This design comes from an exercise in tuning for small area, a short achievable clock period and few clock cycles per item on the open sky130 flow, not from production work.
Only simulation tests tie the RTL to the original design; equivalence was not proved.
Power and IR drop assume default switching activity.

==> cedar: inputs <==
==> flow/design.v (excerpt) <==
module two_class_ticket_queue_weighted_server #(
	parameter int QUEUE_DEPTH = 16
) (
	input  logic                              clk,
	input  logic                              arst_n,
	input  logic                              s_axis_tvalid,
	output logic                              s_axis_tready,
	input  logic [tcq_pkg::TDATA_W-1:0]       s_axis_tdata,
	input  logic [tcq_pkg::KIND_W-1:0]        s_axis_tuser,
	output logic                              m_axis_tvalid,
	input  logic                              m_axis_tready,
	output logic [tcq_pkg::TDATA_W-1:0]       m_axis_tdata,
	output logic [tcq_pkg::OUSER_W-1:0]       m_axis_tuser,
	input  logic                              cfg_we,
	input  logic [tcq_pkg::RUN_W-1:0]         cfg_data
);
Settings: LEC_CHECK=0, ABC_CLOCK_PERIOD_IN_PS=1800, CAP_MARGIN=20, CORE_MARGIN=2, CORE_UTILIZATION=50, CTS_CLUSTER_DIAMETER=70, CTS_CLUSTER_SIZE=22, SETUP_SLACK_MARGIN=2.7, SLEW_MARGIN=20, TNS_END_PERCENT=10; clock period 5.0 ns.
run.sh (not shown) runs the stock make flow with config.mk's settings and CLKGATE_MAP_FILE= SYNTH_SCRIPT=/design/flow/synth_recipe.tcl, a recipe that flattens the netlist after the stock synthesis.
==> yarrow (differences from cedar) <==
==> flow/config.mk (replaced) <==
export PLATFORM = sky130hd
export DESIGN_NAME = two_class_ticket_queue_weighted_server
export DESIGN_NICKNAME = two_class_ticket_queue_weighted_server
export VERILOG_FILES = /design/flow/design.v
export SDC_FILE = /design/flow/constraint.sdc
export NUM_CORES = 4
export LEC_CHECK = 0
export ABC_AREA = 1
export CAP_MARGIN = 20
export CORE_MARGIN = 2
export CORE_UTILIZATION = 50
export SETUP_SLACK_MARGIN = 2.5
export SLEW_MARGIN = 20
==> tundra (differences from cedar) <==
--- a/flow/design.v
+++ b/flow/design.v
@@ -106,14 +106,18 @@
 	input  logic [tcq_pkg::RUN_W-1:0]         cfg_data
 );
 	localparam int D  = QUEUE_DEPTH;
 	localparam int PW = tcq_pkg::PAYLOAD_W;
 	localparam int TW = tcq_pkg::TICKET_W;
 	localparam int MW = tcq_pkg::MINUTE_W;
 	localparam int RW = tcq_pkg::RUN_W;
+	logic          a_valid_q;
+	logic          a_enqn_q, a_enqp_q, a_serve_q, a_scan_q, a_cancel_q;
+	logic [TW-1:0] a_tk_q;
+	logic [MW-1:0] a_mn_q;
 	logic          e_valid_q;
 	logic          e_enqn_q, e_enqp_q, e_serve_q, e_scan_q, e_cancel_q;
 	logic [TW-1:0] e_tk_q;
 	logic [MW-1:0] e_mn_q;
 	logic [D-1:0]  e_nhit_q, e_phit_q;
 	logic [D-1:0]  nv_q, pv_q, nmov_q, pmov_q;
 	logic          nempty_q, pempty_q;   
@@ -124,23 +128,25 @@
 	logic                         r_class_q;
 	logic [D-1:0]                 r_nsel_q, r_psel_q;
 	logic                         o0_valid_q, o1_valid_q;
 	logic [tcq_pkg::STATUS_W-1:0] o0_status_q, o1_status_q;
 	logic                         o0_class_q, o1_class_q;
 	logic [PW-1:0]                o0_data_q, o1_data_q;
 	logic                         s_ready_q, room_q;
-	logic fire_e, r_move, pop, head_free, accept;
-	logic e_valid_d, r_valid_d, o0_valid_d, o1_valid_d, room_d;
+	logic fire_e, a_move, r_move, pop, head_free, accept;
+	logic a_valid_d, e_valid_d, r_valid_d, o0_valid_d, o1_valid_d, room_d;
 	always_comb begin
 		fire_e     = e_valid_q && room_q;
 		r_move     = r_valid_q && !(o0_valid_q && o1_valid_q);
 		pop        = o0_valid_q && m_axis_tready;
 		head_free  = !o0_valid_q || pop;
 		accept     = s_axis_tvalid && s_ready_q;
-		e_valid_d  = accept || (e_valid_q && !fire_e);
+		a_move     = a_valid_q && (!e_valid_q || room_q);
+		a_valid_d  = accept || (a_valid_q && !a_move);
+		e_valid_d  = a_move || (e_valid_q && !fire_e);
 		r_valid_d  = fire_e || (r_valid_q && !r_move);
 		o0_valid_d = head_free ? (o1_valid_q || r_move) : 1'b1;
 		o1_valid_d = head_free ? (o1_valid_q && r_move) : (o1_valid_q || r_move);
 		room_d     = !(r_valid_d && o0_valid_d && o1_valid_d);
 	end
 	assign s_axis_tready = s_ready_q;
 	logic [D-1:0]    nshift, pshift;
@@ -161,15 +167,15 @@
 		.wdata   ({e_mn_q, e_tk_q}),
 		.entries (pent)
 	);
 	logic [TW-1:0] in_tk;
 	logic [D-1:0]  in_neq, in_peq, in_nhit, in_phit;
 	logic          in_eq_new;
 	always_comb begin
-		in_tk     = s_axis_tdata[TW-1:0];
+		in_tk     = a_tk_q;
 		in_eq_new = (e_tk_q == in_tk);
 		for (int i = 0; i < D; i++) begin
 			in_neq[i] = (nent[i*PW +: TW] == in_tk);
 			in_peq[i] = (pent[i*PW +: TW] == in_tk);
 		end
 		in_nhit[0] = nshift[0] ? in_eq_new : in_neq[0];
 		in_phit[0] = pshift[0] ? in_eq_new : in_peq[0];
@@ -262,14 +268,15 @@
 		for (int i = 0; i < D; i++) begin
 			r_data = r_data | ({PW{r_nsel_q[i]}} & nent[i*PW +: PW])
 				| ({PW{r_psel_q[i]}} & pent[i*PW +: PW]);
 		end
 	end
 	always_ff @(posedge clk or negedge arst_n) begin
 		if (!arst_n) begin
+			a_valid_q  <= 1'b0;
 			e_valid_q  <= 1'b0;
 			r_valid_q  <= 1'b0;
 			o0_valid_q <= 1'b0;
 			o1_valid_q <= 1'b0;
 			s_ready_q  <= 1'b1;
 			room_q     <= 1'b1;
 			nv_q       <= '0;
@@ -278,20 +285,21 @@
 			pempty_q   <= 1'b1;
 			nmov_q     <= {{(D-1){1'b0}}, 1'b1};
 			pmov_q     <= {{(D-1){1'b0}}, 1'b1};
 			turn_q     <= 1'b1;
 			run_q      <= '0;
 			npp_q      <= tcq_pkg::NPP_DEFAULT;
 		end else begin
+			a_valid_q  <= a_valid_d;
 			e_valid_q  <= e_valid_d;
 			r_valid_q  <= r_valid_d;
 			o0_valid_q <= o0_valid_d;
 			o1_valid_q <= o1_valid_d;
 			room_q     <= room_d;
-			s_ready_q  <= !e_valid_d || room_d;
+			s_ready_q  <= !a_valid_d || !e_valid_d || room_d;
 			if (cfg_we) begin
 				npp_q <= cfg_data;
 			end
 			nv_q <= (nv_q & ~nclr) | nshift;
 			pv_q <= (pv_q & ~pclr) | pshift;
 			nempty_q <= nempty_q ? !(fire_e && e_enqn_q) : (clr_n && at_most_one(nv_q));
 			pempty_q <= pempty_q ? !(fire_e && e_enqp_q) : (clr_p && at_most_one(pv_q));
@@ -314,21 +322,30 @@
 					run_q  <= run_inc;
 				end
 			end
 		end
 	end
 	always_ff @(posedge clk) begin
 		if (accept) begin
-			e_enqn_q   <= (s_axis_tuser == tcq_pkg::KIND_ENQ_NORMAL);
-			e_enqp_q   <= (s_axis_tuser == tcq_pkg::KIND_ENQ_PRIORITY);
-			e_serve_q  <= (s_axis_tuser == tcq_pkg::KIND_SERVE);
-			e_scan_q   <= (s_axis_tuser == tcq_pkg::KIND_SEARCH) || (s_axis_tuser == tcq_pkg::KIND_CANCEL);
-			e_cancel_q <= (s_axis_tuser == tcq_pkg::KIND_CANCEL);
-			e_tk_q     <= in_tk;
-			e_mn_q     <= s_axis_tdata[PW-1:TW];
+			a_enqn_q   <= (s_axis_tuser == tcq_pkg::KIND_ENQ_NORMAL);
+			a_enqp_q   <= (s_axis_tuser == tcq_pkg::KIND_ENQ_PRIORITY);
+			a_serve_q  <= (s_axis_tuser == tcq_pkg::KIND_SERVE);
+			a_scan_q   <= (s_axis_tuser == tcq_pkg::KIND_SEARCH) || (s_axis_tuser == tcq_pkg::KIND_CANCEL);
+			a_cancel_q <= (s_axis_tuser == tcq_pkg::KIND_CANCEL);
+			a_tk_q     <= s_axis_tdata[TW-1:0];
+			a_mn_q     <= s_axis_tdata[PW-1:TW];
+		end
+		if (a_move) begin
+			e_enqn_q   <= a_enqn_q;
+			e_enqp_q   <= a_enqp_q;
+			e_serve_q  <= a_serve_q;
+			e_scan_q   <= a_scan_q;
+			e_cancel_q <= a_cancel_q;
+			e_tk_q     <= a_tk_q;
+			e_mn_q     <= a_mn_q;
 			e_nhit_q   <= in_nhit;
 			e_phit_q   <= in_phit;
 		end
 		if (fire_e) begin
 			r_status_q <= x_status;
 			r_class_q  <= x_class;
 			r_nsel_q   <= use_n ? nsel : '0;
==> flow/config.mk (replaced) <==
export PLATFORM = sky130hd
export DESIGN_NAME = two_class_ticket_queue_weighted_server
export DESIGN_NICKNAME = two_class_ticket_queue_weighted_server
export VERILOG_FILES = /design/flow/design.v
export SDC_FILE = /design/flow/constraint.sdc
export NUM_CORES = 4
export LEC_CHECK = 0
export ABC_CLOCK_PERIOD_IN_PS = 2000
export CAP_MARGIN = 20
export CORE_MARGIN = 2
export CORE_UTILIZATION = 50
export SETUP_SLACK_MARGIN = 2.8
export SLEW_MARGIN = 20
==> comparison table <==
| metric | cedar | yarrow | tundra |
|---|---|---|---|
| Outcome | finished clean | finished clean | finished clean |
| Worst-Margin Slew | 1.082 ns | 1.062 ns | 0.9752 ns |
| WS Path Type | input port to flip-flop | flip-flop to flip-flop | flip-flop to flip-flop |
| Mapped Cells | 3358 | 4137 | 3352 |
| Critical R2R Capture | o0_data_q[5] | o0_data_q[9] | o0_data_q[2] |
| Clk tree area frac | 3.793% | 6.368% | 5.895% |
| Detailed route wirelength on metal2 | 89.06 mm | 69.47 mm | 97.42 mm |
| Clkbuf count | 77 | 149 | 146 |
| Half-perimeter wire length after detailed placement | 135.7 mm | 106.2 mm | 136.6 mm |
| Met2 track demand over resource | 59.28% | 43.44% | 64.97% |
| Final worst path period need | 2.655 ns | 2.592 ns | 2.596 ns |
| Signal buf overhead | 6.375% | 4.969% | 11.69% |
| CP Data Required Time | 5.50 ns | 5.46 ns | 5.49 ns |
| Post-synthesis cell area | 0.04797 mm2 | 0.04925 mm2 | 0.04886 mm2 |
| Metal-1 WL | 75.16 mm | 66.54 mm | 82.22 mm |
| Overall fraction of global-route tracks in use | 42.11% | 29.31% | 48.54% |
| Sequential share of power | 45.4% | 44.4% | 36.2% |
| Sequential fraction of total cell area | 59.09% | 56.69% | 52.38% |
| Min setup slack post-route | 2.345 ns | 2.408 ns | 2.404 ns |
Testbench counts of cedar, summed over its fixed seeds: cycles 4,824, ops 4,800.
Testbench counts of yarrow, summed over its fixed seeds: cycles 4,824, ops 4,800.
Testbench counts of tundra, summed over its fixed seeds: cycles 4,832, ops 4,800.

==> separate check: timing with driven ports <==
Ports are ideal in the flow. The routed layouts listed here were re-timed in OpenROAD. Step 1 (the two cells are an assumption about what drives the block):
set clk [get_ports {clk}]
set_driving_cell -lib_cell sky130_fd_sc_hd__clkbuf_16 $clk
set_driving_cell -lib_cell sky130_fd_sc_hd__buf_2 [delete_from_list [all_inputs] $clk]
Step 2, shift: input delay + t, output delay - t, t = (earliest + latest rising clock arrival at the registers) / 2. This alone moves slack from input paths to output paths. a / b / c = ideal / step 1 / step 2; a / b = the first two.
run | t (ns) | setup WS [ns] | latest minus earliest clock arrival (ns) | slew at the worst register clock pin (ns) | worst data-port slew with drivers (ns)
cedar | 0.742 | 2.345 / 2.341 / 1.640 | 0.052 / 0.051 | 0.11 / 0.11 | 0.11
yarrow | 0.776 | 2.408 / 2.408 / 1.718 | 0.057 / 0.057 | 0.07 / 0.07 | 0.05
tundra | 0.801 | 2.404 / 2.404 / 2.128 | 0.060 / 0.059 | 0.07 / 0.07 | 0.05
After both steps every run listed still meets setup and hold. The setup slack of cedar, which loses most, moves by -0.004 ns with the drivers and by -0.705 ns with both steps.
